From an optimization exercise on the open Yosys and OpenROAD flow, aimed at small area and few clock cycles; shortcuts taken in it are not production practice. In this exercise RTL edits were held to simulation tests only and were not proved equivalent to the original. Power and IR drop assume default switching activity.

## job 8313
==> flow/design.v <==
`default_nettype none
package rpre_pkg;
  localparam logic [1:0] KIND_REQ   = 2'd0;
  localparam logic [1:0] KIND_VALID = 2'd1;
  localparam logic [1:0] KIND_FAIL  = 2'd2;
endpackage
`default_nettype wire
`default_nettype none
module register_poll_read_engine #(
  parameter int QD = 3             
) (
  input  wire         clk,
  input  wire         rst_n,
  input  wire         in_tvalid,
  output logic        in_tready,
  input  wire  [7:0]  in_tdata,
  input  wire         in_tuser,
  output logic        out_tvalid,
  input  wire         out_tready,
  output logic [39:0] out_tdata,
  output logic [1:0]  out_tuser,
  output logic        out_tlast,
  input  wire         cfg_we,
  input  wire  [2:0]  cfg_index,
  input  wire  [63:0] cfg_wdata
);
  localparam logic [1:0] KIND_REQ   = 2'd0;
  localparam logic [1:0] KIND_VALID = 2'd1;
  localparam logic [1:0] KIND_FAIL  = 2'd2;
  logic [31:0] codes_r;
  logic [63:0] alo_r, ahi_r;
  logic        codes_f, alo_f, ahi_f;
  logic [15:0] poll_r, tmo_r;
  logic [7:0]  skip_r;
  always_ff @(posedge clk) begin
    if (cfg_we && cfg_index == 3'd0) codes_r <= cfg_wdata[31:0];
    if (cfg_we && cfg_index == 3'd3) alo_r   <= cfg_wdata;
    if (cfg_we && cfg_index == 3'd4) ahi_r   <= cfg_wdata;
  end
  always_ff @(posedge clk) begin
    if (!rst_n) begin
      codes_f <= 1'b0;
      alo_f   <= 1'b0;
      ahi_f   <= 1'b0;
      poll_r  <= 16'd1000;
      tmo_r   <= 16'd50;
      skip_r  <= 8'h30;
    end else if (cfg_we) begin
      case (cfg_index)
        3'd0: codes_f <= 1'b1;
        3'd1: poll_r  <= cfg_wdata[15:0];
        3'd2: tmo_r   <= cfg_wdata[15:0];
        3'd3: alo_f   <= 1'b1;
        3'd4: ahi_f   <= 1'b1;
        3'd5: skip_r  <= cfg_wdata[7:0];
        default: ;
      endcase
    end
  end
  logic        wait_r;           
  logic        send_r;           
  logic        round_r;
  logic [2:0]  p_r;
  logic [2:0]  rc_r;             
  logic [15:0] c_r;              
  logic [7:0]  b0_r;             
  logic [7:0]  ns_r;             
  logic [23:0] rd_r;             
  wire [16:0] c_inc  = {1'b0, c_r} + 17'd1;
  wire [15:0] thr    = wait_r ? tmo_r : poll_r;
  wire        hit    = c_inc >= {1'b0, thr};
  wire        skip_p = skip_r[p_r];
  wire        p_wrap = p_r == 3'd7;
  wire        good   = (b0_r == (codes_r[31:24] & {8{codes_f}})) && (in_tdata == ns_r);
  wire        rc5    = rc_r == 3'd5;
  logic [5:0]           q_r [0:QD-1];    
  logic [$clog2(QD+1)-1:0] qn_r;
  logic [2:0]           cnt_r;           
  logic [7:0]           acc_r;           
  wire [1:0] h_kind  = q_r[0][5:4];
  wire [2:0] h_item  = q_r[0][3:1];
  wire       h_round = q_r[0][0];
  wire       h_req   = h_kind == KIND_REQ;
  wire       h_last  = !h_req || cnt_r == 3'd6;
  wire       deliver = out_tvalid && out_tready;
  wire       pop     = deliver && h_last;
  wire       q_full  = qn_r == ($clog2(QD+1))'(QD);
  logic valid_pend;
  always_comb begin
    valid_pend = 1'b0;
    for (int i = 0; i < QD; i++)
      if (($clog2(QD+1))'(i) < qn_r && q_r[i][5:4] == KIND_VALID) valid_pend = 1'b1;
  end
  wire tick_push = hit && (wait_r || !skip_p);
  wire byte_push = wait_r && rc5;
  wire rd_block  = valid_pend && !(pop && h_kind == KIND_VALID) && wait_r && (rc_r == 3'd2 || rc_r == 3'd3 || rc_r == 3'd4);
  wire q_stall = q_full && !pop;
  assign in_tready = in_tuser ? !(rd_block || (q_stall && byte_push))
                              : !(q_stall && tick_push);
  wire accept = in_tvalid && in_tready;
  logic       push;
  logic [1:0] push_kind;
  logic       push_round;
  always_comb begin
    push       = 1'b0;
    push_kind  = KIND_REQ;
    push_round = round_r;
    if (accept) begin
      if (!wait_r) begin
        if (!in_tuser && hit && !skip_p) push = 1'b1;
      end else if (in_tuser) begin
        if (rc5 && good) begin
          push       = 1'b1;
          push_kind  = KIND_VALID;
          push_round = round_r || p_wrap;
        end
      end else if (hit) begin
        push = 1'b1;
        if (send_r) begin
          push_kind  = KIND_FAIL;
          push_round = round_r || p_wrap;
        end
      end
    end
  end
  always_ff @(posedge clk) begin
    if (!rst_n) begin
      wait_r  <= 1'b0;
      send_r  <= 1'b0;
      round_r <= 1'b0;
      p_r     <= 3'd0;
      rc_r    <= 3'd0;
      c_r     <= 16'd0;
    end else if (accept) begin
      if (!wait_r) begin
        if (!in_tuser) begin
          if (hit) begin
            c_r <= 16'd0;
            if (skip_p) begin
              p_r     <= p_r + 3'd1;
              round_r <= round_r || p_wrap;
            end else begin
              wait_r <= 1'b1;
              send_r <= 1'b0;
              rc_r   <= 3'd0;
            end
          end else begin
            c_r <= c_inc[15:0];
          end
        end
      end else if (in_tuser) begin
        if (rc5) begin
          rc_r <= 3'd0;
          if (good) begin
            p_r     <= p_r + 3'd1;
            round_r <= round_r || p_wrap;
            c_r     <= 16'd0;
            wait_r  <= 1'b0;
          end
        end else begin
          rc_r <= rc_r + 3'd1;
        end
      end else begin
        if (hit) begin
          c_r  <= 16'd0;
          rc_r <= 3'd0;
          if (!send_r) begin
            send_r <= 1'b1;
          end else begin
            send_r  <= 1'b0;
            p_r     <= p_r + 3'd1;
            round_r <= round_r || p_wrap;
            wait_r  <= 1'b0;
          end
        end else begin
          c_r <= c_inc[15:0];
        end
      end
    end
  end
  always_ff @(posedge clk) begin
    if (accept && wait_r && in_tuser && !rc5) begin
      ns_r <= ((rc_r == 3'd0) ? 8'd0 : ns_r) - in_tdata;
      if (rc_r == 3'd0) b0_r         <= in_tdata;
      if (rc_r == 3'd2) rd_r[7:0]    <= in_tdata;
      if (rc_r == 3'd3) rd_r[15:8]   <= in_tdata;
      if (rc_r == 3'd4) rd_r[23:16]  <= in_tdata;
    end
  end
  always_ff @(posedge clk) begin
    if (!rst_n) qn_r <= '0;
    else qn_r <= qn_r + ($clog2(QD+1))'(push) - ($clog2(QD+1))'(pop);
  end
  always_ff @(posedge clk) begin
    for (int i = 0; i < QD; i++) begin
      if (pop) begin
        if (push && ($clog2(QD+1))'(i + 1) == qn_r) q_r[i] <= {push_kind, p_r, push_round};
        else if (i + 1 < QD) q_r[i] <= q_r[i+1];
      end else if (push && ($clog2(QD+1))'(i) == qn_r) begin
        q_r[i] <= {push_kind, p_r, push_round};
      end
    end
  end
  wire [63:0] aword = h_item[2] ? ahi_r : alo_r;
  wire        aflag = h_item[2] ? ahi_f : alo_f;
  wire [15:0] addr  = aword[h_item[1:0]*16 +: 16];
  logic [7:0] fraw;
  logic       fok;
  always_comb begin
    case (cnt_r)
      3'd0:    begin fraw = codes_r[7:0];   fok = codes_f; end
      3'd1:    begin fraw = 8'h07;          fok = 1'b1;    end
      3'd2:    begin fraw = codes_r[15:8];  fok = codes_f; end
      3'd3:    begin fraw = addr[7:0];      fok = aflag;   end
      3'd4:    begin fraw = addr[15:8];     fok = aflag;   end
      3'd5:    begin fraw = codes_r[23:16]; fok = codes_f; end
      default: begin fraw = acc_r;          fok = 1'b1;    end
    endcase
  end
  wire [7:0] fbyte = fraw & {8{fok}};
  always_ff @(posedge clk) begin
    if (!rst_n) begin
      cnt_r <= 3'd0;
    end else if (deliver) begin
      cnt_r <= h_last ? 3'd0 : cnt_r + 3'd1;
    end
  end
  always_ff @(posedge clk) begin
    if (deliver) acc_r <= ((cnt_r == 3'd0) ? 8'd0 : acc_r) - fbyte;
  end
  assign out_tvalid = qn_r != '0;
  assign out_tuser  = h_kind;
  assign out_tlast  = h_last;
  assign out_tdata  = {4'd0, h_round, (h_kind == KIND_VALID) ? rd_r : 24'd0, h_item,
                       h_req ? fbyte : 8'd0};
endmodule
`default_nettype wire
export LEC_CHECK = 0
export CAP_MARGIN = 20
export CORE_MARGIN = 2
export CORE_UTILIZATION = 70
export SLEW_MARGIN = 20
export BUFFER_PORTS_ARGS = -buffer_cell sky130_fd_sc_hd__buf_1
export CTS_ARGS = -sink_clustering_enable -repair_clock_nets -dont_use_dummy_load -buf_list sky130_fd_sc_hd__clkbuf_8 -sink_clustering_size 16 -sink_clustering_max_diameter 80
create_clock -name core_clock -period 8.0 [get_ports {clk}]
standard.sh (not shown) runs the stock make flow with config.mk's settings and CLKGATE_MAP_FILE= SYNTH_SCRIPT=/design/flow/synth_recipe.tcl, a recipe that flattens the netlist after the stock synthesis.
==> flow/flow/run.sh <==
#!/bin/bash
# Standard ORFS layout (the standard.sh) with three changes:
#  - synthesis maps logic with an area-oriented ABC script (flow/abc_area.script) in place
#    of ORFS's speed script; registers are mapped exactly as in the standard synthesis
#    (ABC only sees the combinational logic), so register names and cells are unchanged;
#  - every port is still buffered, with buf_1 cells instead of buffer_ports' default;
#  - CTS builds its tree from clkbuf_8 cells on sink clusters of up to 16 registers,
#    without dummy loads.
set -euo pipefail
cd "$(dirname "$0")/.."
# A copy of ORFS's scripts that differs only in the ABC mapping script.
rm -rf scripts_area
cp -r "$FLOW_HOME/scripts" scripts_area
cp flow/abc_area.script scripts_area/abc_speed.script
export SCRIPTS_DIR="$PWD/scripts_area"
cat >> config.mk <<'EOM'
export BUFFER_PORTS_ARGS = -buffer_cell sky130_fd_sc_hd__buf_1
export CTS_ARGS = -sink_clustering_enable -repair_clock_nets -dont_use_dummy_load -buf_list sky130_fd_sc_hd__clkbuf_8 -sink_clustering_size 16 -sink_clustering_max_diameter 80
EOM
bash standard.sh finish > flow_make.log 2>&1
==> flow/flow/abc_area.script <==
strash
ifraig
dc2
strash
dch -f
amap
Job 8313: no failed stages, no open violations at the end
Testbench counts of job 8313, summed over its fixed seeds: cycles 31,555.
Input changes introduced in job 4269 (baseline for comparison: job 8313):
--- a/flow/flow/run.sh
+++ b/flow/flow/run.sh
@@ -3,3 +3,3 @@
 #  - synthesis maps logic with an area-oriented ABC script (flow/abc_area.script) in place
-#    of ORFS's speed script; registers are mapped exactly as in the standard synthesis
+#    of ORFS's speed script, and leaves adders to ABC (no ADDER_MAP_FILE half/full-adder cells); registers are mapped exactly as in the standard synthesis
 #    (ABC only sees the combinational logic), so register names and cells are unchanged;
@@ -16,2 +16,3 @@
 cat >> config.mk <<'EOM'
+export ADDER_MAP_FILE =
 export BUFFER_PORTS_ARGS = -buffer_cell sky130_fd_sc_hd__buf_1
==> flow/flow/abc_area.script <==
strash
&get -n
&deepsyn -T 60
&put
ifraig
dc2
strash
dch -f
amap -m -F 3 -A 10
- Re detailed route wirelength on metal2: job 4269 is about 2.3% down on job 8313.
- Sum of buffers and inverters on the critical path on job 4269 is down relative to job 8313.
- Taking job 8313 as the reference, in job 4269 design area fell 6.7%, logic depth of the worst path, buffers included shows an increase of about 37%, instance area after placement fell by about 7%.
- Job 4269 against job 8313; detailed-route wire length is down slightly.
- | worst-path maximum fanout | lower: job 8313 |
- The lower design internal power came out of job 4269.
diff inputs: job 4269 => job 2402
==> flow/flow/run.sh <==
#!/bin/bash
# Standard ORFS layout (the standard.sh) with two changes: every port is still buffered,
# but with buf_1 cells instead of buffer_ports' default choice, and CTS builds its tree from
# clkbuf_8 cells on sink clusters of up to 16 registers, without dummy loads.
set -euo pipefail
cd "$(dirname "$0")/.."
cat >> config.mk <<'EOM'
export BUFFER_PORTS_ARGS = -buffer_cell sky130_fd_sc_hd__buf_1
export CTS_ARGS = -sink_clustering_enable -repair_clock_nets -dont_use_dummy_load -buf_list sky130_fd_sc_hd__clkbuf_8 -sink_clustering_size 16 -sink_clustering_max_diameter 80
EOM
bash standard.sh finish > flow_make.log 2>&1
removed: flow/flow/abc_area.script
[summary]
When job 2402 is set beside job 4269, its global-route usage turns out to be 4.3 points smaller.
Synthesized cell count of job 2402 exceeds that of job 4269 slightly.
Job 2402 vs job 4269: routability congestion estimate from global placement down by a few percent
Job 2402 vs job 4269 — signed area change from the synthesized netlist to the final layout dropped 1.7 points.
From job 4269 to job 2402 the numbers moved as follows: final core utilization shows a reduction of 2.6 points, top achievable clock speed shows an increase of 0.034 GHz, power shows a reduction of 35 µW, number of cells on the critical path shows a reduction of 27, final critical-path required period shows a reduction of 1200 ps.
### job 2402 -> job 5414
==> flow/flow/run.sh <==
#!/bin/bash
# Standard ORFS layout (the standard.sh) with three changes:
#  - synthesis maps logic with an area-oriented ABC script (flow/abc_area.script) in place
#    of ORFS's speed script, and leaves adders to ABC (no ADDER_MAP_FILE half/full-adder cells); registers are mapped exactly as in the standard synthesis
#    (ABC only sees the combinational logic), so register names and cells are unchanged;
#  - every port is still buffered, with buf_1 cells instead of buffer_ports' default;
#  - CTS builds its tree from clkbuf_8 cells on sink clusters of up to 16 registers,
#    without dummy loads.
set -euo pipefail
cd "$(dirname "$0")/.."
# A copy of ORFS's scripts that differs only in the ABC mapping script.
rm -rf scripts_area
cp -r "$FLOW_HOME/scripts" scripts_area
cp flow/abc_area.script scripts_area/abc_speed.script
export SCRIPTS_DIR="$PWD/scripts_area"
cat >> config.mk <<'EOM'
export ADDER_MAP_FILE =
export BUFFER_PORTS_ARGS = -buffer_cell sky130_fd_sc_hd__buf_1
export CTS_ARGS = -sink_clustering_enable -repair_clock_nets -dont_use_dummy_load -buf_list sky130_fd_sc_hd__clkbuf_8 -sink_clustering_size 16 -sink_clustering_max_diameter 80
EOM
bash standard.sh finish > flow_make.log 2>&1
==> flow/flow/abc_area.script (new file) <==
strash
ifraig
dc2
strash
dch -f
amap -m -F 3 -A 10
Findings:
Going from job 2402 to job 5414, met1 track demand over resource increased by 6.0 points relative to the old numbers; pin count of the biggest net entering global routing +1.5%; power spent charging and discharging nets has increased; total length of routed wires grew by about 4%.

* * *

RTL: the design.v shown in full above, as it stands there.
Settings: LEC_CHECK=0, CAP_MARGIN=0, CORE_MARGIN=2, CORE_UTILIZATION=70, GPL_TIMING_DRIVEN=0, SLEW_MARGIN=0, BUFFER_PORTS_ARGS=-buffer_cell sky130_fd_sc_hd__buf_1, CTS_ARGS=-sink_clustering_enable -repair_clock_nets -dont_use_dummy_load -buf_list sky130_fd_sc_hd__clkbuf_8 -sink_clustering_size 16 -sink_clustering_max_diameter 80; clock period 8.0 ns.
==> flow/flow/run.sh <==
#!/bin/bash
# Standard ORFS layout (the standard.sh) with three changes:
#  - synthesis maps logic with an area-oriented ABC script (flow/abc_area.script) in place
#    of ORFS's speed script, and leaves adders to ABC (no ADDER_MAP_FILE half/full-adder cells); registers are mapped exactly as in the standard synthesis
#    (ABC only sees the combinational logic), so register names and cells are unchanged;
#  - every port is still buffered, with buf_1 cells instead of buffer_ports' default;
#  - CTS builds its tree from clkbuf_8 cells on sink clusters of up to 16 registers,
#    without dummy loads.
set -euo pipefail
cd "$(dirname "$0")/.."
# A copy of ORFS's scripts that differs only in the ABC mapping script.
rm -rf scripts_area
cp -r "$FLOW_HOME/scripts" scripts_area
cp flow/abc_area.script scripts_area/abc_speed.script
export SCRIPTS_DIR="$PWD/scripts_area"
cat >> config.mk <<'EOM'
export ADDER_MAP_FILE =
export BUFFER_PORTS_ARGS = -buffer_cell sky130_fd_sc_hd__buf_1
export CTS_ARGS = -sink_clustering_enable -repair_clock_nets -dont_use_dummy_load -buf_list sky130_fd_sc_hd__clkbuf_8 -sink_clustering_size 16 -sink_clustering_max_diameter 80
EOM
bash standard.sh finish > flow_make.log 2>&1
==> flow/flow/abc_area.script <==
strash
ifraig
dc2
strash
dch -f
amap -m -F 3 -A 10
The baseline completed with no timing, DRC or antenna violations.
Testbench counts at the start, summed over its fixed seeds: cycles 31,555.
Then changed:
==> flow/flow/run.sh (replaced) <==
#!/bin/bash
# Standard ORFS layout (the standard.sh) with two changes: every port is still buffered,
# but with buf_1 cells instead of buffer_ports' default choice, and CTS builds its tree from
# clkbuf_16 cells on sink clusters of up to 30 registers, without dummy loads.
set -euo pipefail
cd "$(dirname "$0")/.."
cat >> config.mk <<'EOM'
export BUFFER_PORTS_ARGS = -buffer_cell sky130_fd_sc_hd__buf_1
export CTS_ARGS = -sink_clustering_enable -repair_clock_nets -dont_use_dummy_load -buf_list sky130_fd_sc_hd__clkbuf_16 -sink_clustering_size 30 -sink_clustering_max_diameter 100
EOM
bash standard.sh finish > flow_make.log 2>&1
CAP_MARGIN = 20   (was 0)
CORE_UTILIZATION = 80   (was 70)
CTS_ARGS = -sink_clustering_enable -repair_clock_nets -dont_use_dummy_load -buf_list sky130_fd_sc_hd__clkbuf_16 -sink_clustering_size 30 -sink_clustering_max_diameter 100   (was -sink_clustering_enable -repair_clock_nets -dont_use_dummy_load -buf_list sky130_fd_sc_hd__clkbuf_8 -sink_clustering_size 16 -sink_clustering_max_diameter 80)
GPL_TIMING_DRIVEN = not set   (was 0)
SLEW_MARGIN = 20   (was 0)
removed: flow/flow/abc_area.script
Total power goes down by about 3%.
Cell count goes down by about 3.5%.
Setup slack improves by 1500 ps.
Combinational power goes down by 39%.
Worst hold slack improves by 8.0 ps.
Via count barely changes.
Final area goes up by 7.0%.
Core utilization goes up by 8.6 points.
Die area goes down by about 2.7%.
Non-clock buffer count goes down by 10.
Register-to-register slack improves by 2000 ps.

## afterwards: timing with drivers on the ports
How much do the figures lean on ideal ports? The routed layouts below were timed once more, with nothing changed but the port constraints. Step 1 assumes that a clkbuf_16 drives the clock port and a buf_2 every other input. Step 2 also shifts input and output timing later by t, the mid clock arrival at the registers, as if the neighbouring blocks saw the same clock. Slacks: ideal ports / drivers / drivers and shift; pairs: ideal ports / drivers.
run	t, ns	slack for setup (ns)	worst hold slack (ns)
job 8313	0.575	0.869 / 0.869 / 0.869	0.483 / 0.483 / 0.483
job 4269	0.575	1.391 / 1.391 / 1.232	0.457 / 0.457 / 0.457
job 2402	0.575	2.596 / 2.552 / 3.127	0.462 / 0.462 / 0.462
job 5414	0.595	1.537 / 1.494 / 1.783	0.452 / 0.452 / 0.452
the first run of note 2	0.585	1.010 / 1.010 / 1.010	0.455 / 0.455 / 0.455
the second run of note 2	0.538	2.497 / 2.450 / 2.989	0.463 / 0.463 / 0.463
After both steps every run listed still meets setup and hold. The setup slack of job 4269, which loses most, moves by 0.000 ns with the drivers and by -0.159 ns with both steps.
